Background: an optimization exercise with open tools, aiming at small area, a short achievable clock period and few clock cycles per item. Do not read the settings as production practice.
The RTL was checked by simulation tests, not by an equivalence proof against the original design.
Power and IR drop assume default switching activity.

File: flow/flow/run.sh
#!/bin/bash
# Standard ORFS layout (the standard.sh, standard synthesis unchanged), with:
#  - a clock tree of clkbuf_16 sink clusters without dummy loads (far fewer clock buffers).
set -euo pipefail
bash standard.sh \
  SETUP_SLACK_MARGIN=7 \
  TNS_END_PERCENT=100 \
  "CTS_ARGS=-sink_clustering_enable -repair_clock_nets -dont_use_dummy_load -sink_clustering_size 24 -sink_clustering_max_diameter 80 -buf_list sky130_fd_sc_hd__clkbuf_16" \
  finish > orfs_make.log 2>&1
File: flow/standard.sh
#!/bin/bash
# synth_recipe.tcl (not shown) runs the flow's synth.tcl, then flattens the netlist and writes it again
# the make line also repeats each setting of config.mk as NAME=value (left out here)
make -C /OpenROAD-flow-scripts/flow DESIGN_CONFIG=/design/flow/config.mk WORK_HOME=/design/flow/orfs CLKGATE_MAP_FILE= SYNTH_SCRIPT=/design/flow/synth_recipe.tcl "${@:-finish}"
File: flow/config.mk
export PLATFORM = sky130hd
export DESIGN_NAME = assoc_read_cache
export DESIGN_NICKNAME = assoc_read_cache
export VERILOG_FILES = /design/flow/design.v
export SDC_FILE = /design/flow/constraint.sdc
export NUM_CORES = 4
export LEC_CHECK = 0
export CAP_MARGIN = 20
export CORE_MARGIN = 2
export CORE_UTILIZATION = 40
export SLEW_MARGIN = 20
File: flow/constraint.sdc
create_clock -name core_clock -period 13.0 [get_ports {clk}]
set_input_delay 2.6000 -clock core_clock [delete_from_list [all_inputs] [get_ports {clk}]]
set_output_delay 2.6000 -clock core_clock [all_outputs]
set_load 0.01 [all_outputs]
File: flow/design.v
package cache_pkg;
  typedef enum logic [1:0] {
    IDLE      = 2'd0,
    REFILL    = 2'd1,
    FILL_DONE = 2'd2
  } cache_state_e;
  localparam int unsigned BYTE_SEL_BITS = 2;
  function automatic integer tag_size(input integer line_size,
                                      input integer index_depth,
                                      input integer offset_size);
    tag_size = line_size - index_depth - offset_size - BYTE_SEL_BITS;
  endfunction
  function automatic integer index_lsb(input integer offset_size);
    index_lsb = offset_size + BYTE_SEL_BITS;
  endfunction
  function automatic integer tag_lsb(input integer index_depth,
                                     input integer offset_size);
    tag_lsb = index_depth + offset_size + BYTE_SEL_BITS;
  endfunction
endpackage
module way_compare
#(
  parameter int unsigned WAYS_LOG2 = 1,
  parameter int unsigned TAG_SIZE  = 24
) (
  input  logic [(1<<WAYS_LOG2)-1:0][TAG_SIZE-1:0] set_tags,
  input  logic [(1<<WAYS_LOG2)-1:0]               set_valid,
  input  logic [TAG_SIZE-1:0]                     req_tag,
  output logic                                    hit,
  output logic [WAYS_LOG2-1:0]                    hit_way
);
  localparam int unsigned WAYS = 1 << WAYS_LOG2;
  always_comb begin
    hit     = 1'b0;
    hit_way = '0;
    for (int unsigned w = WAYS; w > 0; w--) begin
      if (set_valid[w-1] && (set_tags[w-1] == req_tag)) begin
        hit     = 1'b1;
        hit_way = WAYS_LOG2'(w - 1);
      end
    end
  end
endmodule
module assoc_read_cache
#(
  parameter int unsigned LINE_SIZE   = 32,
  parameter int unsigned WAYS_LOG2   = 1,
  parameter int unsigned INDEX_DEPTH = 4,
  parameter int unsigned OFFSET_SIZE = 2
) (
  input  logic                 clk,
  input  logic                 reset,
  input  logic                 req_valid,
  input  logic [LINE_SIZE-1:0] address,
  input  logic                 flush,
  output logic [LINE_SIZE-1:0] data,
  output logic                 busywait,
  output logic                 mem_read,
  output logic [LINE_SIZE-1:0] mem_address,
  input  logic [LINE_SIZE-1:0] mem_readdata,
  input  logic                 mem_busywait
);
  localparam int unsigned TAG_SIZE = cache_pkg::tag_size(LINE_SIZE, INDEX_DEPTH, OFFSET_SIZE);
  localparam int unsigned SETS     = 1 << INDEX_DEPTH;
  localparam int unsigned WORDS    = 1 << OFFSET_SIZE;
  localparam int unsigned LA       = TAG_SIZE + INDEX_DEPTH;           
  localparam int unsigned ENTRIES  = SETS * 2;                         
  localparam int unsigned PTAG     = 8;                                
  logic [TAG_SIZE-1:0]          tag_mem [0:SETS-1][0:1];
  logic [1:0]                   valid   [0:SETS-1];
  logic                         rr_ptr  [0:SETS-1];
  logic [WORDS*LINE_SIZE-1:0]   dline   [0:ENTRIES-1];
  logic [LA-1:0]          a_line;
  logic [INDEX_DEPTH-1:0] a_set;
  logic [OFFSET_SIZE-1:0] a_w;
  logic [SETS-1:0]        a_set_oh;
  assign a_line = address[LINE_SIZE-1 -: LA];
  assign a_set  = address[cache_pkg::index_lsb(OFFSET_SIZE) +: INDEX_DEPTH];
  assign a_w    = address[cache_pkg::BYTE_SEL_BITS +: OFFSET_SIZE];
  always_comb for (int s = 0; s < SETS; s++) a_set_oh[s] = (a_set == s);
  logic [LA-1:0]          cand_line;
  logic                   cand_v, cand_hit, cand_way;
  logic [SETS-1:0]        cand_set_oh;
  logic [ENTRIES-1:0]     p1_oh;
  logic [LA-1:0]          nxt_line;
  logic [SETS-1:0]        nxt_set_oh;
  logic                   nxt_v, nxt_miss;
  logic [LA-1:0]          fill_line;
  logic [SETS-1:0]        fill_set_oh;
  logic                   fill_way;
  logic [WORDS-1:0]       fetched;
  logic [OFFSET_SIZE-1:0] crit;
  logic [1:0][TAG_SIZE-1:0] a_tags;
  logic [1:0]               a_valid;
  always_comb begin
    a_tags  = '0;
    a_valid = '0;
    for (int s = 0; s < SETS; s++) begin
      a_tags[0] |= {TAG_SIZE{a_set_oh[s]}} & tag_mem[s][0];
      a_tags[1] |= {TAG_SIZE{a_set_oh[s]}} & tag_mem[s][1];
      a_valid   |= {2{a_set_oh[s]}} & valid[s];
    end
  end
  logic lkA_hit, lkA_way;
  way_compare #(.WAYS_LOG2(1), .TAG_SIZE(TAG_SIZE)) u_cmp_a (
    .set_tags (a_tags),
    .set_valid(a_valid),
    .req_tag  (address[LINE_SIZE-1 -: TAG_SIZE]),
    .hit      (lkA_hit),
    .hit_way  (lkA_way)
  );
  logic [1:0][PTAG-1:0] b_tags;
  logic [1:0]           b_valid;
  logic                 b_rr, lkB_miss;
  always_comb begin
    b_tags  = '0;
    b_valid = '0;
    b_rr    = 1'b0;
    for (int s = 0; s < SETS; s++) begin
      b_tags[0] |= {PTAG{nxt_set_oh[s]}} & tag_mem[s][0][PTAG-1:0];
      b_tags[1] |= {PTAG{nxt_set_oh[s]}} & tag_mem[s][1][PTAG-1:0];
      b_valid   |= {2{nxt_set_oh[s]}} & valid[s];
      b_rr      |= nxt_set_oh[s] & rr_ptr[s];
    end
    lkB_miss = (!b_valid[0] || (b_tags[0] != nxt_line[INDEX_DEPTH +: PTAG])) &&
               (!b_valid[1] || (b_tags[1] != nxt_line[INDEX_DEPTH +: PTAG]));
  end
  logic [1:0] c_valid;
  logic       c_rr;
  always_comb begin
    c_valid = '0;
    c_rr    = 1'b0;
    for (int s = 0; s < SETS; s++) begin
      c_valid |= {2{cand_set_oh[s]}} & valid[s];
      c_rr    |= cand_set_oh[s] & rr_ptr[s];
    end
  end
  logic [WORDS*LINE_SIZE-1:0] p1_line;
  always_comb begin
    p1_line = '0;
    for (int e = 0; e < ENTRIES; e++) p1_line |= {WORDS*LINE_SIZE{p1_oh[e]}} & dline[e];
  end
  logic                   on_c, active, m_c, m_n, fw, cand_is_fill, rd_fill, rd_miss;
  logic                   can_alloc, alloc, use_mem, hit_arr, xfer;
  logic [WORDS-1:0]       ok_w;
  logic [LA-1:0]          al_line;
  logic [SETS-1:0]        al_set_oh;
  logic                   victim;
  logic [OFFSET_SIZE-1:0] bg_w, mw;
  assign on_c         = (a_line[0] == cand_line[0]);
  assign active       = (fetched != '1);
  assign m_c          = cand_v && (a_line == cand_line);
  assign m_n          = nxt_v && nxt_miss && (a_line == nxt_line);
  assign fw           = fetched[a_w];
  assign cand_is_fill = active && ((cand_set_oh & fill_set_oh) != '0) && (cand_way == fill_way);
  assign ok_w         = {WORDS{cand_hit}} & ({WORDS{!cand_is_fill}} | fetched);
  assign rd_fill      = m_c && cand_hit && cand_is_fill;
  assign rd_miss      = (m_c && !cand_hit) || m_n;
  assign can_alloc    = rd_miss && !active;
  assign alloc        = req_valid && can_alloc;
  assign use_mem      = can_alloc || (rd_fill && !fw);
  assign hit_arr      = m_c && ok_w[a_w];
  assign al_line   = on_c ? cand_line : nxt_line;
  assign al_set_oh = on_c ? cand_set_oh : nxt_set_oh;
  assign victim    = on_c ? (!c_valid[0] ? 1'b0 : (!c_valid[1] ? 1'b1 : c_rr))
                          : (!b_valid[0] ? 1'b0 : (!b_valid[1] ? 1'b1 : b_rr));
  always_comb begin
    bg_w = crit;
    for (int i = WORDS - 1; i >= 1; i--)
      if (!fetched[OFFSET_SIZE'(crit + i)]) bg_w = OFFSET_SIZE'(crit + i);
  end
  assign mw = fw ? bg_w : a_w;
  always_comb begin
    data = {LINE_SIZE{!(on_c && ok_w[a_w])}} & mem_readdata;
    for (int k = 0; k < WORDS; k++)
      data |= {LINE_SIZE{on_c && (a_w == k) && ok_w[k]}} & p1_line[k*LINE_SIZE +: LINE_SIZE];
    busywait    = !(hit_arr || (use_mem && !mem_busywait));
    mem_read    = active || alloc;
    mem_address = active ? {fill_line, mw, {cache_pkg::BYTE_SEL_BITS{1'b0}}}
                         : {a_line, a_w, {cache_pkg::BYTE_SEL_BITS{1'b0}}};
  end
  assign xfer = mem_read && !mem_busywait;
  logic [SETS-1:0]        w_set_oh;
  logic                   w_way;
  logic [OFFSET_SIZE-1:0] w_word;
  assign w_set_oh = active ? fill_set_oh : al_set_oh;
  assign w_way    = active ? fill_way : victim;
  assign w_word   = active ? mw : a_w;
  always_ff @(posedge clk) begin
    for (int s = 0; s < SETS; s++)
      for (int v = 0; v < 2; v++)
        for (int k = 0; k < WORDS; k++)
          if (xfer && w_set_oh[s] && (w_way == v) && (w_word == k))
            dline[s*2+v][k*LINE_SIZE +: LINE_SIZE] <= mem_readdata;
  end
  always_ff @(posedge clk) begin
    for (int s = 0; s < SETS; s++)
      for (int v = 0; v < 2; v++)
        if (alloc && al_set_oh[s] && (victim == v)) tag_mem[s][v] <= al_line[LA-1 -: TAG_SIZE];
  end
  logic [LA-1:0] a_line_inc, nxt_line_inc;
  assign a_line_inc   = a_line + 1'b1;
  assign nxt_line_inc = nxt_line + 1'b1;
  always_ff @(posedge clk or negedge reset) begin
    if (!reset) begin
      for (int s = 0; s < SETS; s++) begin
        valid[s]  <= '0;
        rr_ptr[s] <= 1'b0;
      end
      cand_line   <= '0;
      cand_v      <= 1'b0;
      cand_hit    <= 1'b0;
      cand_way    <= 1'b0;
      cand_set_oh <= SETS'(1);
      p1_oh       <= '0;
      nxt_line    <= '0;
      nxt_set_oh  <= SETS'(1);
      nxt_v       <= 1'b0;
      nxt_miss    <= 1'b0;
      fill_line   <= '0;
      fill_set_oh <= SETS'(1);
      fill_way    <= 1'b0;
      fetched     <= '1;
      crit        <= '0;
    end else begin
      for (int s = 0; s < SETS; s++) begin
        if (flush) valid[s] <= '0;
        if (alloc && al_set_oh[s]) begin
          valid[s][victim] <= 1'b1;
          rr_ptr[s]        <= !rr_ptr[s];
        end
      end
      if (alloc) begin
        fill_line   <= al_line;
        fill_set_oh <= al_set_oh;
        fill_way    <= victim;
        crit        <= a_w;
        fetched     <= mem_busywait ? '0 : WORDS'(1) << a_w;
      end else if (active && !mem_busywait) begin
        fetched[mw] <= 1'b1;
      end
      nxt_v    <= cand_v;
      nxt_miss <= lkB_miss || flush;
      if (req_valid && !m_c) begin
        nxt_v  <= 1'b0;
        cand_v <= 1'b1;
        if (m_n) begin
          cand_line   <= nxt_line;
          cand_set_oh <= nxt_set_oh;
          cand_hit    <= alloc;
          cand_way    <= victim;
          nxt_line    <= nxt_line_inc;
          nxt_set_oh  <= {nxt_set_oh[SETS-2:0], nxt_set_oh[SETS-1]};
        end else begin
          cand_line   <= a_line;
          cand_set_oh <= a_set_oh;
          cand_hit    <= lkA_hit;
          cand_way    <= lkA_way;
          nxt_line    <= a_line_inc;
          nxt_set_oh  <= {a_set_oh[SETS-2:0], a_set_oh[SETS-1]};
        end
      end else if (alloc) begin
        cand_hit <= 1'b1;
        cand_way <= victim;
      end else if (flush && !req_valid) begin
        cand_hit <= 1'b0;
      end
      if (req_valid && !m_c && !m_n) begin
        for (int s = 0; s < SETS; s++)
          for (int v = 0; v < 2; v++) p1_oh[s*2+v] <= a_set_oh[s] && (lkA_way == v);
      end else if (alloc) begin
        for (int s = 0; s < SETS; s++)
          for (int v = 0; v < 2; v++) p1_oh[s*2+v] <= al_set_oh[s] && (victim == v);
      end
    end
  end
endmodule
==> results of run 1 <==
-- final timing paths --
path	depth (start not counted)	start	to	slack, ns
hold / removal	2	fill_line[0]$_DFFE_PN0P_	fill_line[0]$_DFFE_PN0P_	0.51
hold reg to reg	2	fill_line[0]$_DFFE_PN0P_	fill_line[0]$_DFFE_PN0P_	0.51
min in group asynchronous	1	reset	fill_line[27]$_DFFE_PN0P_	1.62
setup / recovery	7	p1_oh[3]$_DFFE_PN0P_	data[1]	5.20
setup reg to reg	9	fetched[2]$_DFFE_PN1P_	dline[8][1]$_DFFE_PP_	8.16
max in group asynchronous	3	reset	fill_set_oh[1]$_DFFE_PN0P_	9.27
-- report_power, final --
group	internal [µW]	leakage [µW]	switching (µW)
clock	3280	0.00296	4940
sequential	18100	0.0464	120
combinational	637	0.0161	1880
total	22000	0.0655	6940
-- area by class of cell --
type,count,area (µm²),share of cell area (%)
multi-input combinational,4862,38100,17.9
clock buffer,240,6010,2.82
antenna,24,60.1,0.0282
inverter,45,189,0.0887
sequential,5074,151000,71.1
timing repair buffer,852,9330,4.38
tap,6223,7790,3.66
-- state kept, by name, indices dropped and copies added, names as in the netlist, 28 cells and up --
register / count
dline: 4096
tag_mem: 768
p1_oh: 32
valid: 32
cand_line: 28
fill_line: 28
nxt_line: 28
-- synthesized netlist by cell type, types with 19 or more instances --
master | count | area [µm²]
or4_1 | 42 | 315
dfrtp_1 | 203 | 5080
inv_1 | 44 | 165
nor2b_1 | 19 | 119
nor3_1 | 56 | 280
a22o_1 | 387 | 3390
edfxtp_1 | 4864 | 146000
xor2_1 | 62 | 543
nor2_1 | 263 | 987
nand2_1 | 220 | 826
a31oi_1 | 20 | 125
o21ai_0 | 104 | 521
a32oi_1 | 35 | 307
clkbuf_1 | 431 | 1620
o22ai_1 | 71 | 444
mux2i_1 | 114 | 1140
nand4_1 | 341 | 2130
a21oi_1 | 121 | 606
a22oi_1 | 1642 | 12300
o41ai_1 | 95 | 832
a221oi_1 | 379 | 3320
buf_2 | 72 | 360
buf_1 | 203 | 762
mux2_2 | 120 | 1350
and3_1 | 26 | 163
buf_4 | 20 | 150
nand3b_1 | 29 | 218
nand3_1 | 301 | 1510
nand2b_1 | 19 | 119
xnor2_1 | 76 | 666
-- critical path: cells and delay by family, from the launching register on --
| kind | cells | cell delay (ns) |
|---|---|---|
| AOI/OAI and AO/OA | 2 | 1.34 |
| DFF | 1 | 0.68 |
| and+or+nand+nor | 2 | 0.91 |
| buffers and inverters | 3 | 1.18 |
-- per-stage QoR --
step	hold WS (ns)	power (µW)
6_report	0.509	28900
2_1_floorplan	0.448	19500
3_3_place_gp	0.480	20800
3_5_place_dp	0.491	20800
5_1_grt	0.531	29400
4_1_cts	0.509	28800
-- layer usage --
layer	part of all wire, %	GRT usage, %
met1	33	38.5
met2	45	47.1
met3	15	8.65
met4	7.1	17.3
met5	0.035	0
-- cell families after synthesis --
family | Yosys count | share of synthesized area (%)
other | 1 | 0.00198
multiplexers | 250 | 1.50
AO/OA/AOI/OAI | 3031 | 12.3
XOR/XNOR | 138 | 0.637
AND/OR/NAND/NOR | 1440 | 4.05
adder cells (fa/ha/maj) | 1 | 0.00659
buffers and inverters | 785 | 1.70
flip-flops | 5074 | 79.8
-- timing repair --
item / CTS / global route
setup buffers: 132 / 66
pin swaps: 86 / 62
setup endpoints to repair: 4671 / 3566
cloned: 21 / 7
gates resized for setup: 770 / 167
==> summary.md, run 1 <==
| Metric | Value |
|---|---|
| Initial Util | `40.2%` |
| Crit path DAT | `5.20 ns` |
| I/O Buffers | `130` |
| CP startpoint kind | `register` |
| RSZ-0062 raised after global routing | `yes` |
| Clock slew seen by the registers of the worst setup and hold paths | `0.09 ns` |
| Vias in the first global route | `114000` |
| Layout cell share with drive strength beyond 1 | `15.3%` |
| Root Driver | `clkbuf_16` |
| Htree depth | `4` |
| Fin crit period | `7.80 ns` |
| Power Density | `136 mW/mm²` |
| Die H | `693 µm` |
| Overall Global Routing Usage | `30.4%` |
| Core area | `0.472 mm²` |
| Std-Cell Rows | `252` |
| Finished Cell Area | `0.213 mm²` |
| Crit Path Max Fanout | `62` |
| Final Util | `45.1%` |
| Setup violators final | `0` |
| Mapped Cells | `10700` |
| Relative slew slack | `15.5%` |
| Share of flip-flops with an asynchronous set or reset | `4.14%` |
| Area delta synth->final | `12.2%` |
| Vias per cell | `7.03` |
| WL final | `756 mm` |
| Vias post-DR | `122000` |
| Latest clock arrival within the worst-skew pair | `1.10 ns` |
| Worst Path Required | `10.40 ns` |
| Primary FF master, synth | `edfxtp_1` |
| Post-place setup slack | `3.70 ns` |
| Cell variety after synth | `95` |
| Dpl hpwl | `387 mm` |
| MaxCap Viol Count | `0` |
| Crit path largest cell delay | `1.02 ns` |
| Hold WC Path Type | `reg -> reg` |
| WL/cell | `43.6 µm` |
| DRC Markers | `0` |
| Die area | `0.480 mm²` |
| Largest net degree at the start of global routing | `116` |
| Worst setup EP type | `output pin` |
| Least-Margin Pin Slew | `1.26 ns` |
| Initial antenna violation count | `53` |
| Synth Area per Inst | `17.7 µm²` |
| Post-route ant nets | `0` |
| Final period util | `60.0%` |
| Most frequent cells in the layout | `edfxtp_1 (4864), a22oi_1 (1609), buf_4 (476)` |
| WS Path Type | `reg -> out` |
| Final std cells w/o fill | `17300` |
| Fmax | `128 MHz` |
| CTS sink cnt | `5074` |
| Commonest non-fill, non-tap cell in the layout | `edfxtp_1` |
| Leak | `0.0655 µW` |
| Grt ovf | `0` |
| Dpl cells | `16800` |
| Most frequent CP cell | `nand4_1` |
| Longest Clk Path Bufs | `4` |
| First-pass GRT wire length | `1000 mm` |
| EDFF count, synth | `4864` |
| Final Max Slew Viols | `0` |
| Drt first pass iters | `8` |
| Hold Vio Cnt, Final | `0` |
| Die width | `693 µm` |
| Status | `no timing/DRC/antenna violations` |
| Filler cells | `39900` |
| Mapped cell area | `0.190 mm²` |
| Yosys reg bits | `5074` |
| Seq/Total Area, Yosys | `79.8%` |
| CP Cell Sequence | `buf_12 -> buf_4 -> a22oi_1 -> nand4_1 -> o41ai_2 -> nand4_1 -> buf_2` |
| Number of I/O pins | `135` |
| Num CTS Buffers | `240` |
| Setup TNS | `0 ns` |
| Nets@finish | `11100` |
| Hold_buf cts | `0` |
| Max Clock Skew | `0.162 ns` |
| Warnings from Yosys | `6` |
| Critical-path top delay cell | `o41ai_2` |
| Area after DPL | `0.202 mm²` |
| CTS tree | `done` |
| RePlAce Congestion | `0.929` |
| VDD IR-drop max | `0.148 mV` |
| DR iter-0 viols | `23600` |
| Setup ws final | `5.20 ns` |
Testbench counts, summed over its fixed seeds: cycles 43,603, items 24,000.
==> run 2: changes to the inputs <==
--- a/flow/design.v
+++ b/flow/design.v
@@ -64,12 +64,21 @@
   localparam int unsigned SETS     = 1 << INDEX_DEPTH;
   localparam int unsigned WORDS    = 1 << OFFSET_SIZE;
   localparam int unsigned LA       = TAG_SIZE + INDEX_DEPTH;           
-  localparam int unsigned ENTRIES  = SETS * 2;                         
+  localparam int unsigned EB       = INDEX_DEPTH + 1;                  
+  localparam int unsigned ENTRIES  = 1 << EB;                          
+  localparam int unsigned LW       = WORDS * LINE_SIZE;                
+  localparam int unsigned PORT_LOG = 3;                                
   localparam int unsigned PTAG     = 8;                                
-  logic [TAG_SIZE-1:0]          tag_mem [0:SETS-1][0:1];
-  logic [1:0]                   valid   [0:SETS-1];
-  logic                         rr_ptr  [0:SETS-1];
-  logic [WORDS*LINE_SIZE-1:0]   dline   [0:ENTRIES-1];
+  logic [TAG_SIZE-1:0] tag_mem [0:SETS-1][0:1];
+  logic [1:0]          valid   [0:SETS-1];
+  logic                rr_ptr  [0:SETS-1];
+  logic [LW-1:0]       ring    [0:ENTRIES-1];
+  logic [EB-1:0]       rot;
+  logic [LW-1:0]       fb_data [0:1];
+  logic [EB-1:0]       fb_entry[0:1];
+  logic [1:0]          fb_busy;         
+  logic [1:0]          fb_pend;         
+  logic                fb_cur;          
   logic [LA-1:0]          a_line;
   logic [INDEX_DEPTH-1:0] a_set;
   logic [OFFSET_SIZE-1:0] a_w;
@@ -82,14 +91,22 @@
   logic                   cand_v, cand_hit, cand_way;
   logic [SETS-1:0]        cand_set_oh;
   logic [ENTRIES-1:0]     p1_oh;
+  logic [1:0]             c_fb;
   logic [LA-1:0]          nxt_line;
   logic [SETS-1:0]        nxt_set_oh;
   logic                   nxt_v, nxt_miss;
   logic [LA-1:0]          fill_line;
-  logic [SETS-1:0]        fill_set_oh;
-  logic                   fill_way;
   logic [WORDS-1:0]       fetched;
   logic [OFFSET_SIZE-1:0] crit;
+  logic [INDEX_DEPTH-1:0] cand_set, nxt_set;
+  always_comb begin
+    cand_set = '0;
+    nxt_set  = '0;
+    for (int s = 0; s < SETS; s++) begin
+      if (cand_set_oh[s]) cand_set = INDEX_DEPTH'(s);
+      if (nxt_set_oh[s])  nxt_set  = INDEX_DEPTH'(s);
+    end
+  end
   logic [1:0][TAG_SIZE-1:0] a_tags;
   logic [1:0]               a_valid;
   always_comb begin
@@ -135,63 +152,80 @@
       c_rr    |= cand_set_oh[s] & rr_ptr[s];
     end
   end
-  logic [WORDS*LINE_SIZE-1:0] p1_line;
+  logic [LW-1:0] p1_line;
   always_comb begin
     p1_line = '0;
-    for (int e = 0; e < ENTRIES; e++) p1_line |= {WORDS*LINE_SIZE{p1_oh[e]}} & dline[e];
+    for (int p = 0; p < ENTRIES; p++) p1_line |= {LW{p1_oh[p]}} & ring[p];
+    p1_line |= ({LW{c_fb[0]}} & fb_data[0]) | ({LW{c_fb[1]}} & fb_data[1]);
   end
   logic                   on_c, active, m_c, m_n, fw, cand_is_fill, rd_fill, rd_miss;
   logic                   can_alloc, alloc, use_mem, hit_arr, xfer;
   logic [WORDS-1:0]       ok_w;
   logic [LA-1:0]          al_line;
   logic [SETS-1:0]        al_set_oh;
-  logic                   victim;
+  logic [INDEX_DEPTH-1:0] al_set;
+  logic                   victim, al_fb;
+  logic [EB-1:0]          al_entry;
   logic [OFFSET_SIZE-1:0] bg_w, mw;
   assign on_c         = (a_line[0] == cand_line[0]);
   assign active       = (fetched != '1);
   assign m_c          = cand_v && (a_line == cand_line);
   assign m_n          = nxt_v && nxt_miss && (a_line == nxt_line);
   assign fw           = fetched[a_w];
-  assign cand_is_fill = active && ((cand_set_oh & fill_set_oh) != '0) && (cand_way == fill_way);
+  assign cand_is_fill = active && c_fb[fb_cur];
   assign ok_w         = {WORDS{cand_hit}} & ({WORDS{!cand_is_fill}} | fetched);
   assign rd_fill      = m_c && cand_hit && cand_is_fill;
   assign rd_miss      = (m_c && !cand_hit) || m_n;
-  assign can_alloc    = rd_miss && !active;
+  assign can_alloc    = rd_miss && !active && (fb_busy != 2'b11);
   assign alloc        = req_valid && can_alloc;
   assign use_mem      = can_alloc || (rd_fill && !fw);
   assign hit_arr      = m_c && ok_w[a_w];
   assign al_line   = on_c ? cand_line : nxt_line;
   assign al_set_oh = on_c ? cand_set_oh : nxt_set_oh;
+  assign al_set    = on_c ? cand_set : nxt_set;
   assign victim    = on_c ? (!c_valid[0] ? 1'b0 : (!c_valid[1] ? 1'b1 : c_rr))
                           : (!b_valid[0] ? 1'b0 : (!b_valid[1] ? 1'b1 : b_rr));
+  assign al_entry  = {al_set, victim};
+  assign al_fb     = fb_busy[0];
   always_comb begin
     bg_w = crit;
     for (int i = WORDS - 1; i >= 1; i--)
       if (!fetched[OFFSET_SIZE'(crit + i)]) bg_w = OFFSET_SIZE'(crit + i);
   end
-  assign mw = fw ? bg_w : a_w;
+  logic [OFFSET_SIZE-1:0] wsel [0:WORDS-1];
+  always_comb
+    for (int k = 0; k < WORDS; k++) wsel[k] = (active && fetched[k]) ? bg_w : OFFSET_SIZE'(k);
+  assign mw = wsel[a_w];
   always_comb begin
     data = {LINE_SIZE{!(on_c && ok_w[a_w])}} & mem_readdata;
     for (int k = 0; k < WORDS; k++)
       data |= {LINE_SIZE{on_c && (a_w == k) && ok_w[k]}} & p1_line[k*LINE_SIZE +: LINE_SIZE];
     busywait    = !(hit_arr || (use_mem && !mem_busywait));
     mem_read    = active || alloc;
-    mem_address = active ? {fill_line, mw, {cache_pkg::BYTE_SEL_BITS{1'b0}}}
-                         : {a_line, a_w, {cache_pkg::BYTE_SEL_BITS{1'b0}}};
+    mem_address = {(active ? fill_line : a_line), mw, {cache_pkg::BYTE_SEL_BITS{1'b0}}};
   end
   assign xfer = mem_read && !mem_busywait;
-  logic [SETS-1:0]        w_set_oh;
-  logic                   w_way;
-  logic [OFFSET_SIZE-1:0] w_word;
-  assign w_set_oh = active ? fill_set_oh : al_set_oh;
-  assign w_way    = active ? fill_way : victim;
-  assign w_word   = active ? mw : a_w;
+  logic          w_fb;
+  logic [1:0]    wb;
+  logic [EB-1:0] wb_pos [0:1];
+  assign w_fb = active ? fb_cur : al_fb;
+  always_comb
+    for (int x = 0; x < 2; x++) begin
+      wb_pos[x] = fb_entry[x] + rot + 1'b1;
+      wb[x]     = fb_pend[x] && (wb_pos[x][PORT_LOG-1:0] == '0);
+    end
   always_ff @(posedge clk) begin
-    for (int s = 0; s < SETS; s++)
-      for (int v = 0; v < 2; v++)
-        for (int k = 0; k < WORDS; k++)
-          if (xfer && w_set_oh[s] && (w_way == v) && (w_word == k))
-            dline[s*2+v][k*LINE_SIZE +: LINE_SIZE] <= mem_readdata;
+    for (int x = 0; x < 2; x++)
+      for (int k = 0; k < WORDS; k++)
+        if (xfer && (w_fb == x) && (mw == k))
+          fb_data[x][k*LINE_SIZE +: LINE_SIZE] <= mem_readdata;
+    for (int p = 0; p < ENTRIES; p++) begin
+      ring[p] <= ring[(p + ENTRIES - 1) % ENTRIES];
+      if (p % (1 << PORT_LOG) == 0) begin
+        if (wb[0] && (wb_pos[0] == p))      ring[p] <= fb_data[0];
+        else if (wb[1] && (wb_pos[1] == p)) ring[p] <= fb_data[1];
+      end
+    end
   end
   always_ff @(posedge clk) begin
     for (int s = 0; s < SETS; s++)
@@ -201,28 +235,41 @@
   logic [LA-1:0] a_line_inc, nxt_line_inc;
   assign a_line_inc   = a_line + 1'b1;
   assign nxt_line_inc = nxt_line + 1'b1;
+  logic [EB-1:0]      lk_entry;
+  logic [1:0]         lk_fb;
+  logic [EB-1:0]      lk_pos;
+  assign lk_entry = {a_set, lkA_way};
+  always_comb
+    for (int x = 0; x < 2; x++) lk_fb[x] = fb_busy[x] && !wb[x] && (fb_entry[x] == lk_entry);
+  assign lk_pos = lk_entry + rot + 1'b1;
   always_ff @(posedge clk or negedge reset) begin
     if (!reset) begin
       for (int s = 0; s < SETS; s++) begin
         valid[s]  <= '0;
         rr_ptr[s] <= 1'b0;
       end
+      rot         <= '0;
+      fb_busy     <= '0;
+      fb_pend     <= '0;
+      fb_cur      <= 1'b0;
+      fb_entry[0] <= '0;
+      fb_entry[1] <= '0;
       cand_line   <= '0;
       cand_v      <= 1'b0;
       cand_hit    <= 1'b0;
       cand_way    <= 1'b0;
       cand_set_oh <= SETS'(1);
       p1_oh       <= '0;
+      c_fb        <= '0;
       nxt_line    <= '0;
       nxt_set_oh  <= SETS'(1);
       nxt_v       <= 1'b0;
       nxt_miss    <= 1'b0;
       fill_line   <= '0;
-      fill_set_oh <= SETS'(1);
-      fill_way    <= 1'b0;
       fetched     <= '1;
       crit        <= '0;
     end else begin
+      rot <= rot + 1'b1;
       for (int s = 0; s < SETS; s++) begin
         if (flush) valid[s] <= '0;
         if (alloc && al_set_oh[s]) begin
@@ -230,14 +277,28 @@
           rr_ptr[s]        <= !rr_ptr[s];
         end
       end
+      for (int x = 0; x < 2; x++)
+        if (wb[x]) begin
+          fb_busy[x] <= 1'b0;
+          fb_pend[x] <= 1'b0;
+        end
       if (alloc) begin
-        fill_line   <= al_line;
-        fill_set_oh <= al_set_oh;
-        fill_way    <= victim;
-        crit        <= a_w;
-        fetched     <= mem_busywait ? '0 : WORDS'(1) << a_w;
+        fb_cur             <= al_fb;
+        fb_busy[al_fb]     <= 1'b1;
+        fb_pend[al_fb]     <= 1'b0;
+        fb_entry[al_fb]    <= al_entry;
+        if (fb_entry[!al_fb] == al_entry) begin
+          fb_busy[!al_fb] <= 1'b0;
+          fb_pend[!al_fb] <= 1'b0;
+        end
+      end
+      if (alloc) begin
+        fill_line <= al_line;
+        crit      <= a_w;
+        fetched   <= mem_busywait ? '0 : WORDS'(1) << a_w;
       end else if (active && !mem_busywait) begin
         fetched[mw] <= 1'b1;
+        if ((fetched | (WORDS'(1) << mw)) == '1) fb_pend[fb_cur] <= 1'b1;
       end
       nxt_v    <= cand_v;
       nxt_miss <= lkB_miss || flush;
@@ -265,12 +326,20 @@
       end else if (flush && !req_valid) begin
         cand_hit <= 1'b0;
       end
-      if (req_valid && !m_c && !m_n) begin
-        for (int s = 0; s < SETS; s++)
-          for (int v = 0; v < 2; v++) p1_oh[s*2+v] <= a_set_oh[s] && (lkA_way == v);
-      end else if (alloc) begin
-        for (int s = 0; s < SETS; s++)
-          for (int v = 0; v < 2; v++) p1_oh[s*2+v] <= al_set_oh[s] && (victim == v);
+      if (alloc) begin
+        p1_oh <= '0;
+        c_fb  <= 2'b01 << al_fb;
+      end else if (req_valid && !m_c && !m_n) begin
+        c_fb <= lk_fb;
+        for (int p = 0; p < ENTRIES; p++) p1_oh[p] <= (lk_fb == '0) && (lk_pos == p);
+      end else if (c_fb[0] && wb[0]) begin
+        c_fb <= '0;
+        for (int p = 0; p < ENTRIES; p++) p1_oh[p] <= (wb_pos[0] == p);
+      end else if (c_fb[1] && wb[1]) begin
+        c_fb <= '0;
+        for (int p = 0; p < ENTRIES; p++) p1_oh[p] <= (wb_pos[1] == p);
+      end else begin
+        p1_oh <= {p1_oh[ENTRIES-2:0], p1_oh[ENTRIES-1]};
       end
     end
   end
==> run 2 against run 1 <==
Effect of this change:
- still clean
- sequential cell count up 260
- core utilization shrank 0.11 points
- die area down 11%
- non-clock buffer count shrank 156
- critical path depth rose by 4
- clock skew decreased by 0.019 ns
- via count down 2.8%
- global-route usage decreased by 1.8 points
- sequential power down 4%
- design area fell by 11%
- cell count rose by 6.8%
- power fell by 3.1%
- largest cell class unchanged
==> summary.md, run 2 <==
| Metric | Value |
|---|---|
| Status | `no timing/DRC/antenna violations` |
| Layout cell share with drive strength beyond 1 | `11.1%` |
| Xor and xnor area share after synthesis | `0.989%` |
| Core area | `0.420 mm²` |
| Largest net degree at the start of global routing | `149` |
| Vias in the first global route | `113000` |
| Nets@finish | `13000` |
| Least-Margin Pin Slew | `1.19 ns` |
| Leak | `0.0654 µW` |
| Setup TNS | `0 ns` |
| Grt ovf | `0` |
| Final std cells w/o fill | `18500` |
| Max FFs per register | `4096` |
| Synth Area in Compound Gates | `16.4%` |
| WL/cell | `34.6 µm` |
| Relative slew slack | `20.6%` |
| VDD IR-drop max | `0.112 mV` |
| First-pass GRT wire length | `877 mm` |
| Mux share of post-synthesis cell area | `4.45%` |
| Initial Util | `40.1%` |
| RePlAce Congestion | `0.896` |
| WL final | `640 mm` |
| Warnings from Yosys | `10` |
| Primary FF master, synth | `dfxtp_1` |
| Largest family of logic cells by synthesized area | `compound AO/OA/AOI/OAI gates` |
| CTS tree | `done` |
| Clock slew seen by the registers of the worst setup and hold paths | `0.09 ns` |
| Post-Synth Simple-Gate Area | `5.43%` |
| Reg2reg setup slack | `7.20 ns` |
| Die width | `653 µm` |
| Share of flip-flops with an asynchronous set or reset | `4.01%` |
| Final Max Slew Viols | `0` |
| Longest Clk Path Bufs | `4` |
| MaxCap Viol Count | `0` |
| DR iter-0 viols | `18900` |
| Yosys top cell by area | `dfxtp_1` |
| CP startpoint kind | `input pin` |
| Die H | `653 µm` |
| Area delta synth->final | `12.3%` |
| CTS sink cnt | `5334` |
| Dpl cells | `17900` |
| Initial antenna violation count | `33` |
| Synth Area per Inst | `13.0 µm²` |
| Most frequent cells in the layout | `dfxtp_1 (4096), a22oi_1 (1203), edfxtp_1 (1024)` |
| WS Path Type | `in -> out` |
| Std-Cell Rows | `238` |
| Root Driver | `clkbuf_16` |
| Tot Pwr | `28000 µW` |
| Power Density | `148 mW/mm²` |
| Share of the synthesized area in the top cell type | `48.7%` |
| Number of I/O pins | `135` |
| Num CTS Buffers | `268` |
| Crit Path Max Fanout | `2` |
| Max Clock Skew | `0.143 ns` |
| Vias per cell | `6.40` |
| Seq/Total Area, Yosys | `70.2%` |
| Dpl hpwl | `333 mm` |
| Final Util | `45.0%` |
| EDFF count, synth | `1024` |
| Biggest register | `ring` |
| Final period util | `58.3%` |
| Die area | `0.426 mm²` |
| DRC Markers | `0` |
| RSZ-0062 raised after global routing | `yes` |
| Yosys reg bits | `5334` |
| Top cells by area, synth | `dfxtp_1 (49%), edfxtp_1 (18%), a22oi_1 (5.4%)` |
| Most frequent cell after synthesis | `dfxtp_1` |
| Hold Vio Cnt, Final | `0` |
| Mapped Cells | `12900` |
| Post-synth top cells | `dfxtp_1 (4096), a22oi_1 (1204), edfxtp_1 (1024)` |
| Largest regs | `ring (4096), tag_mem (768), fb_data (256)` |
| Setup violators final | `0` |
| Fmax | `132 MHz` |
| Vias post-DR | `118000` |
| Post-route ant nets | `0` |
| Hold WC Path Type | `reg -> reg` |
| Fin crit period | `7.58 ns` |
| Mapped cell area | `0.168 mm²` |
| Latest clock arrival within the worst-skew pair | `1.01 ns` |
| Worst setup EP type | `output pin` |
| Overall Global Routing Usage | `28.6%` |
| Adder-cell share of the synthesized area | `0.140%` |
| Drt first pass iters | `9` |
| Cell variety after synth | `92` |
| Crit path DAT | `4.98 ns` |
| Htree depth | `5` |
| Commonest non-fill, non-tap cell in the layout | `dfxtp_1` |
| I/O Buffers | `130` |
| Worst Path Required | `10.40 ns` |
==> run 2: cell types whose count changed in the layout (fill, tap and decap cells not counted), moves of 244 or more <==
cell / before / now
dfxtp_1: 0 / 4096
edfxtp_1: 4864 / 1024
nand2_1: 202 / 919
o21ai_0: 92 / 647
mux2i_1: 114 / 590
a22oi_1: 1609 / 1203
a221oi_1: 379 / 703
a22o_1: 387 / 631
==> run 2: metrics by stage <==
step	setup slack [ns]	instance area (µm²)	hold WS, ns
CTS	5.38	187000	0.288
finish	5.42	189000	0.282
global route	5.36	189000	0.284
detailed placement	3.34	176000	0.335
floorplan	5.71	169000	0.331
global placement	3.29	176000	0.332
==> run 2: logic make-up (layout without fill, tap and decap cells) <==
kind of cell,count (synthesis),count (layout)
compound gates,3715,3715
xor+xnor,190,190
fa+ha+maj,17,17
buf+inv,1007,1023
flops,5334,5334
mux,722,723
other cells,1,25
simple gates,1945,1949
==> run 2: routing by layer <==
layer / vias to the layer above / GRT usage (%) / part of all wire, %
met5: - / 0 / 0.020
met4: 20 / 12.2 / 5.0
met3: 1691 / 6.61 / 12
met2: 8291 / 43.0 / 43
met1: 59600 / 39.7 / 40
li1: 48700 / - / -
==> run 2: area by class of cell <==
class | count | area [µm²]
fillers | 37400 | 231000
flip-flops and latches | 5334 | 118000
multi-input cells | 6596 | 48800
repair buffers | 696 | 8020
well taps | 5520 | 6910
clock buffers | 268 | 6710
inverters | 59 | 240
diodes | 23 | 57.6
==> run 2: worst paths after layout <==
| kind | startpoint | endpoint | cells past startpoint |
|---|---|---|---|
| setup / recovery | address[19] | busywait | 11 |
| hold / removal | ring[5][71]$_DFF_P_ | ring[6][71]$_DFF_P_ | 0 |
| setup reg to reg | nxt_line[7]$_DFFE_PN0P_ | fetched[1]$_DFFE_PN1P_ | 38 |
| hold reg to reg | ring[5][71]$_DFF_P_ | ring[6][71]$_DFF_P_ | 0 |
| max in group asynchronous | reset | fill_line[23]$_DFFE_PN0P_ | 2 |
| min in group asynchronous | reset | fill_line[13]$_DFFE_PN0P_ | 1 |
==> run 2: critical path, cell delays in order <==
cell and delay, ns:
buf_6 0.09, buf_8 0.12, xnor2_2 0.16, nand2_2 0.09, or4b_4 0.54, or4b_4 0.51
nor4_4 0.31, o21ai_2 0.13, nor2_4 0.18, a21oi_4 0.08, buf_6 0.16
==> run 2: what timing repair did <==
item                       4_1_cts  5_1_grt
setup endpoints to repair     1112      257
pin swaps                       64       81
hold buffers                     0        0
buffers inserted               157       67
cloned                          16       17
resized for setup              808      262
==> run 2: where the power goes <==
group / leakage, µW / switching [µW] / internal (µW)
clock network: 0.00330 / 5180 / 3700
registers: 0.0451 / 254 / 17200
logic: 0.0170 / 1180 / 489
total: 0.0654 / 6610 / 21400
Testbench counts of run 2, summed over its fixed seeds: cycles 44,565, items 24,000.
==> run 3: changes to the inputs <==
--- a/flow/design.v
+++ b/flow/design.v
@@ -158,8 +158,8 @@
     for (int p = 0; p < ENTRIES; p++) p1_line |= {LW{p1_oh[p]}} & ring[p];
     p1_line |= ({LW{c_fb[0]}} & fb_data[0]) | ({LW{c_fb[1]}} & fb_data[1]);
   end
-  logic                   on_c, active, m_c, m_n, fw, cand_is_fill, rd_fill, rd_miss;
-  logic                   can_alloc, alloc, use_mem, hit_arr, xfer;
+  logic                   on_c, active, m_c, m_n, fw, cand_is_fill;
+  logic                   alloc, xfer;
   logic [WORDS-1:0]       ok_w;
   logic [LA-1:0]          al_line;
   logic [SETS-1:0]        al_set_oh;
@@ -167,19 +167,31 @@
   logic                   victim, al_fb;
   logic [EB-1:0]          al_entry;
   logic [OFFSET_SIZE-1:0] bg_w, mw;
-  assign on_c         = (a_line[0] == cand_line[0]);
   assign active       = (fetched != '1);
-  assign m_c          = cand_v && (a_line == cand_line);
-  assign m_n          = nxt_v && nxt_miss && (a_line == nxt_line);
   assign fw           = fetched[a_w];
   assign cand_is_fill = active && c_fb[fb_cur];
   assign ok_w         = {WORDS{cand_hit}} & ({WORDS{!cand_is_fill}} | fetched);
-  assign rd_fill      = m_c && cand_hit && cand_is_fill;
-  assign rd_miss      = (m_c && !cand_hit) || m_n;
-  assign can_alloc    = rd_miss && !active && (fb_busy != 2'b11);
-  assign alloc        = req_valid && can_alloc;
-  assign use_mem      = can_alloc || (rd_fill && !fw);
-  assign hit_arr      = m_c && ok_w[a_w];
+  req_decode #(.LA(LA), .WORDS(WORDS), .WB(OFFSET_SIZE)) u_req (
+    .a_line      (a_line),
+    .a_w         (a_w),
+    .req_valid   (req_valid),
+    .mem_busywait(mem_busywait),
+    .cand_line   (cand_line),
+    .nxt_line    (nxt_line),
+    .cand_v      (cand_v),
+    .nxt_ok      (nxt_v && nxt_miss),
+    .ok_w        (ok_w),
+    .kd_w        ({WORDS{cand_hit && cand_is_fill}} & ~fetched),
+    .c_alloc_ok  (!cand_hit && !active && (fb_busy != 2'b11)),
+    .n_alloc_ok  (!active && (fb_busy != 2'b11)),
+    .active      (active),
+    .m_c         (m_c),
+    .m_n         (m_n),
+    .on_c        (on_c),
+    .alloc       (alloc),
+    .busywait    (busywait),
+    .mem_read    (mem_read)
+  );
   assign al_line   = on_c ? cand_line : nxt_line;
   assign al_set_oh = on_c ? cand_set_oh : nxt_set_oh;
   assign al_set    = on_c ? cand_set : nxt_set;
@@ -196,14 +208,15 @@
   always_comb
     for (int k = 0; k < WORDS; k++) wsel[k] = (active && fetched[k]) ? bg_w : OFFSET_SIZE'(k);
   assign mw = wsel[a_w];
-  always_comb begin
-    data = {LINE_SIZE{!(on_c && ok_w[a_w])}} & mem_readdata;
-    for (int k = 0; k < WORDS; k++)
-      data |= {LINE_SIZE{on_c && (a_w == k) && ok_w[k]}} & p1_line[k*LINE_SIZE +: LINE_SIZE];
-    busywait    = !(hit_arr || (use_mem && !mem_busywait));
-    mem_read    = active || alloc;
-    mem_address = {(active ? fill_line : a_line), mw, {cache_pkg::BYTE_SEL_BITS{1'b0}}};
-  end
+  data_select #(.LINE_SIZE(LINE_SIZE), .WORDS(WORDS), .WB(OFFSET_SIZE)) u_data (
+    .line    (p1_line),
+    .memword (mem_readdata),
+    .on_c    (on_c),
+    .a_w     (a_w),
+    .ok_w    (ok_w),
+    .data    (data)
+  );
+  assign mem_address = {(active ? fill_line : a_line), mw, {cache_pkg::BYTE_SEL_BITS{1'b0}}};
   assign xfer = mem_read && !mem_busywait;
   logic          w_fb;
   logic [1:0]    wb;
@@ -344,3 +357,58 @@
     end
   end
 endmodule
+module req_decode
+#(
+  parameter int unsigned LA    = 28,
+  parameter int unsigned WORDS = 4,
+  parameter int unsigned WB    = 2
+) (
+  input  logic [LA-1:0]            a_line,
+  input  logic [WB-1:0]   a_w,
+  input  logic                     req_valid,
+  input  logic                     mem_busywait,
+  input  logic [LA-1:0]            cand_line,
+  input  logic [LA-1:0]            nxt_line,
+  input  logic                     cand_v,
+  input  logic                     nxt_ok,       
+  input  logic [WORDS-1:0]         ok_w,         
+  input  logic [WORDS-1:0]         kd_w,         
+  input  logic                     c_alloc_ok,   
+  input  logic                     n_alloc_ok,   
+  input  logic                     active,
+  output logic                     m_c,
+  output logic                     m_n,
+  output logic                     on_c,
+  output logic                     alloc,
+  output logic                     busywait,
+  output logic                     mem_read
+);
+  logic use_mem, can_alloc;
+  assign on_c      = (a_line[0] == cand_line[0]);
+  assign m_c       = cand_v && (a_line == cand_line);
+  assign m_n       = nxt_ok && (a_line == nxt_line);
+  assign can_alloc = (m_c && c_alloc_ok) || (m_n && n_alloc_ok);
+  assign use_mem   = can_alloc || (m_c && kd_w[a_w]);
+  assign alloc     = req_valid && can_alloc;
+  assign busywait  = !((m_c && ok_w[a_w]) || (use_mem && !mem_busywait));
+  assign mem_read  = active || alloc;
+endmodule
+module data_select
+#(
+  parameter int unsigned LINE_SIZE = 32,
+  parameter int unsigned WORDS     = 4,
+  parameter int unsigned WB        = 2
+) (
+  input  logic [WORDS*LINE_SIZE-1:0] line,
+  input  logic [LINE_SIZE-1:0]       memword,
+  input  logic                       on_c,
+  input  logic [WB-1:0]     a_w,
+  input  logic [WORDS-1:0]           ok_w,
+  output logic [LINE_SIZE-1:0]       data
+);
+  always_comb begin
+    data = {LINE_SIZE{!(on_c && ok_w[a_w])}} & memword;
+    for (int k = 0; k < WORDS; k++)
+      data |= {LINE_SIZE{on_c && (a_w == k) && ok_w[k]}} & line[k*LINE_SIZE +: LINE_SIZE];
+  end
+endmodule
--- a/flow/config.mk
+++ b/flow/config.mk
@@ -9,3 +9,5 @@
 export CORE_MARGIN = 2
 export CORE_UTILIZATION = 40
 export SLEW_MARGIN = 20
+export SYNTH_HIERARCHICAL = 1
+export SYNTH_MINIMUM_KEEP_SIZE = 0
==> run 3 against run 2 <==
Effect of this change:
- synthesized cell count is 1.8% lower
- hold slack worse by 0.016 ns
- still clean
- core utilization is 0.42 points lower
- sequential power hardly changed
- largest cell class unchanged
- power is 2.1% higher
- area after synthesis is 0.75% lower
- die area is 0.74% lower
- cell count is 1.7% lower
- fmax hardly changed
- global-route usage is 0.79 points lower
- first-iteration DRC count is 12% lower
- largest power group unchanged
- non-clock buffer count is 108 lower
==> summary.md, run 3 <==
| Metric | Value |
|---|---|
| Share of flip-flops with an asynchronous set or reset | `4.01%` |
| Std-Cell Rows | `237` |
| Area delta synth->final | `11.2%` |
| Power Density | `154 mW/mm²` |
| Initial antenna violation count | `30` |
| Worst hold start | `ring[6][32]$_DFF_P_` |
| CP startpoint kind | `input pin` |
| Largest net degree at the start of global routing | `142` |
| Grt ovf | `0` |
| Yosys reg bits | `5334` |
| Mapped Cells | `12700` |
| Critical-path top delay cell | `or4_4` |
| Vias in the first global route | `111000` |
| Clock slew seen by the registers of the worst setup and hold paths | `0.09 ns` |
| Most frequent cells in the layout | `dfxtp_1 (4096), a22oi_1 (1474), edfxtp_1 (1024)` |
| Most frequent CP cell | `buf_12` |
| Crit path DAT | `4.98 ns` |
| Num CTS Buffers | `269` |
| Cell variety after synth | `96` |
| Post-route ant nets | `0` |
| Vias per cell | `6.31` |
| I/O Buffers | `130` |
| Latest clock arrival within the worst-skew pair | `0.99 ns` |
| Dpl hpwl | `319 mm` |
| Primary FF master, synth | `dfxtp_1` |
| Biggest register | `ring` |
| Htree depth | `5` |
| CP Cell Sequence | `buf_6 -> buf_12 -> xnor2_4 -> and4b_4 -> or4_4 -> buf_12 -> o211ai_4 -> clkdlybuf4s15_2` |
| WL/cell | `33.9 µm` |
| R2R Path End | `ring[0][75]$_DFF_P_` |
| VDD IR-drop max | `0.144 mV` |
| Worst Path Required | `10.40 ns` |
| Fmax | `132 MHz` |
| Post-synth top cells | `dfxtp_1 (4096), a22oi_1 (1474), edfxtp_1 (1024)` |
| Area after DPL | `0.175 mm²` |
| Number of I/O pins | `135` |
| Max FFs per register | `4096` |
| Final Max Slew Viols | `0` |
| R2r worst-path depth | `11` |
| Share of the synthesized area in the top cell type | `49.1%` |
| WHS Endpoint | `ring[7][32]$_DFF_P_` |
| Crit Path Max Fanout | `10` |
| Setup violators final | `0` |
| Nets@finish | `12800` |
| Vias post-DR | `115000` |
| Least-Margin Pin Slew | `1.17 ns` |
| Setup TNS | `0 ns` |
| Warnings from Yosys | `17` |
| Mapped cell area | `0.167 mm²` |
| Final std cells w/o fill | `18200` |
| Dpl cells | `17700` |
| First-pass GRT wire length | `853 mm` |
| Synth Area per Inst | `13.2 µm²` |
| Commonest non-fill, non-tap cell in the layout | `dfxtp_1` |
| WL final | `616 mm` |
| Die H | `650 µm` |
| CTS tree | `done` |
| Relative slew slack | `22.1%` |
| Finished Cell Area | `0.186 mm²` |
| Crit path largest cell delay | `0.66 ns` |
| DRC Markers | `0` |
| Drt first pass iters | `6` |
| Hold depth | `0` |
| CTS sink cnt | `5334` |
| Root Driver | `clkbuf_16` |
| FF-to-FF Start | `rot[1]$_DFF_PN0_` |
| Die width | `650 µm` |
| Fin crit period | `7.58 ns` |
| Final period util | `58.3%` |
| Largest regs | `ring (4096), tag_mem (768), fb_data (256)` |
| Hold_buf cts | `0` |
| Status | `no timing/DRC/antenna violations` |
| Reg2reg setup slack | `7.74 ns` |
| RSZ-0062 raised after global routing | `yes` |
| Overall Global Routing Usage | `27.9%` |
| Initial Util | `40.1%` |
| Hold Vio Cnt, Final | `0` |
| Yosys top cell by area | `dfxtp_1` |
| Hold WC Path Type | `reg -> reg` |
| WS Path Type | `in -> out` |
| Worst setup EP type | `output pin` |
| RePlAce Congestion | `0.864` |
| DR iter-0 viols | `16600` |
| EDFF count, synth | `1024` |
| Die area | `0.423 mm²` |
| Seq/Total Area, Yosys | `70.7%` |
| Layout cell share with drive strength beyond 1 | `9.39%` |
| MaxCap Viol Count | `0` |
| Max Clock Skew | `0.103 ns` |
| Leak | `0.0637 µW` |
| Top cells by area, synth | `dfxtp_1 (49%), edfxtp_1 (18%), a22oi_1 (6.6%)` |
| Core area | `0.416 mm²` |
| Largest delay contributor family on the critical path | `simple AND/OR/NAND/NOR gates` |
| Most frequent cell after synthesis | `dfxtp_1` |
| WP buf/inv | `4` |
| Longest Clk Path Bufs | `4` |
[run 3: final cells by class]
cell class                 instances  area (µm²)
multi-input combinational       6375       46800
timing repair buffer             588        6620
antenna                           15        37.5
tap                             5497        6880
inverter                          97         383
sequential                      5334      118000
clock buffer                     269        6730
fill                           37500      231000
[run 3: layer usage]
| metal | wire (µm) | global-route usage [%] |
|---|---|---|
| met2 | 274000 | 43.8 |
| met4 | 29000 | 11.5 |
| met1 | 250000 | 37.9 |
| met3 | 63400 | 5.06 |
| met5 | 217 | 0.0113 |
[run 3: kinds of logic (layout without fill, tap and decap cells)]
logic type / after synthesis / in the layout / synth area share, %
xor+xnor: 188 / 188 / 0.986
fa+ha+maj: 17 / 17 / 0.141
mux: 604 / 604 / 3.66
simple gates: 1869 / 1873 / 5.46
flops: 5334 / 5334 / 70.7
other cells: 1 / 17 / 0.00225
compound gates: 3691 / 3691 / 16.6
buf+inv: 992 / 954 / 2.39
[run 3: power by group]
| group | total (µW) | switching [µW] | internal [µW] |
|---|---|---|---|
| sequential | 17600 | 344 | 17200 |
| combinational | 2190 | 1580 | 608 |
| clock | 8860 | 5140 | 3710 |
[run 3: worst max path at each step]
stage / from / to / slack [ns] / depth (start not counted)
final: address[4] / data[12] / 5.42 / 8
after floorplan: address[4] / data[0] / 6.38 / 7
after CTS: address[4] / data[28] / 5.36 / 8
after global routing: address[4] / data[28] / 5.49 / 8
after global placement: address[6] / p1_oh[15]$_DFF_PN0_ / 3.47 / 22
after detailed placement: address[6] / p1_oh[15]$_DFF_PN0_ / 3.52 / 22
[run 3: what timing repair did]
action	4_1_cts	5_1_grt
cloned	10	8
resized for setup	727	115
setup buffers	131	56
pin swaps	118	105
setup endpoints to repair	1143	140
endpoints found under the hold margin	0	0
[run 3: per-stage QoR]
| step | util (%) | hold slack, ns | worst slack [ns] | total power (µW) |
|---|---|---|---|---|
| after floorplan | - | 0.331 | 6.38 | 18700 |
| after global placement | 42.0 | 0.332 | 3.47 | 19900 |
| after detailed placement | 42.0 | 0.335 | 3.52 | 19900 |
| after CTS | 44.3 | 0.261 | 5.36 | 28500 |
| after global routing | 44.6 | 0.263 | 5.49 | 29200 |
| final | 44.6 | 0.265 | 5.42 | 28600 |
Testbench counts of run 3, summed over its fixed seeds: cycles 44,565, items 24,000.

static timing again, ports no longer ideal:
Ports are ideal in the flow. The routed layouts listed here were re-timed in OpenROAD. Step 1: set_driving_cell puts a clkbuf_16 on clk and a buf_2 on each other input, an assumption about the parent block. Step 2, shift: input delay + t, output delay - t, t = (earliest + latest rising clock arrival at the registers) / 2. This alone moves slack from input paths to output paths. Three values: ideal, step 1, step 2; two values: the first two.
| run | t (ns) | setup WS [ns] | latest minus earliest clock arrival (ns) |
|---|---|---|---|
| run 1 | 1.121 | 5.198 / 5.070 / 5.099 | 0.206 / 0.206 |
| run 2 | 1.052 | 5.421 / 5.167 / 4.829 | 0.151 / 0.151 |
| run 3 | 1.049 | 5.422 / 5.391 / 5.156 | 0.136 / 0.136 |
After both steps every run listed still meets setup and hold. For run 2, which loses most, drivers alone change the setup slack by -0.254 ns; drivers and shift together by -0.592 ns.
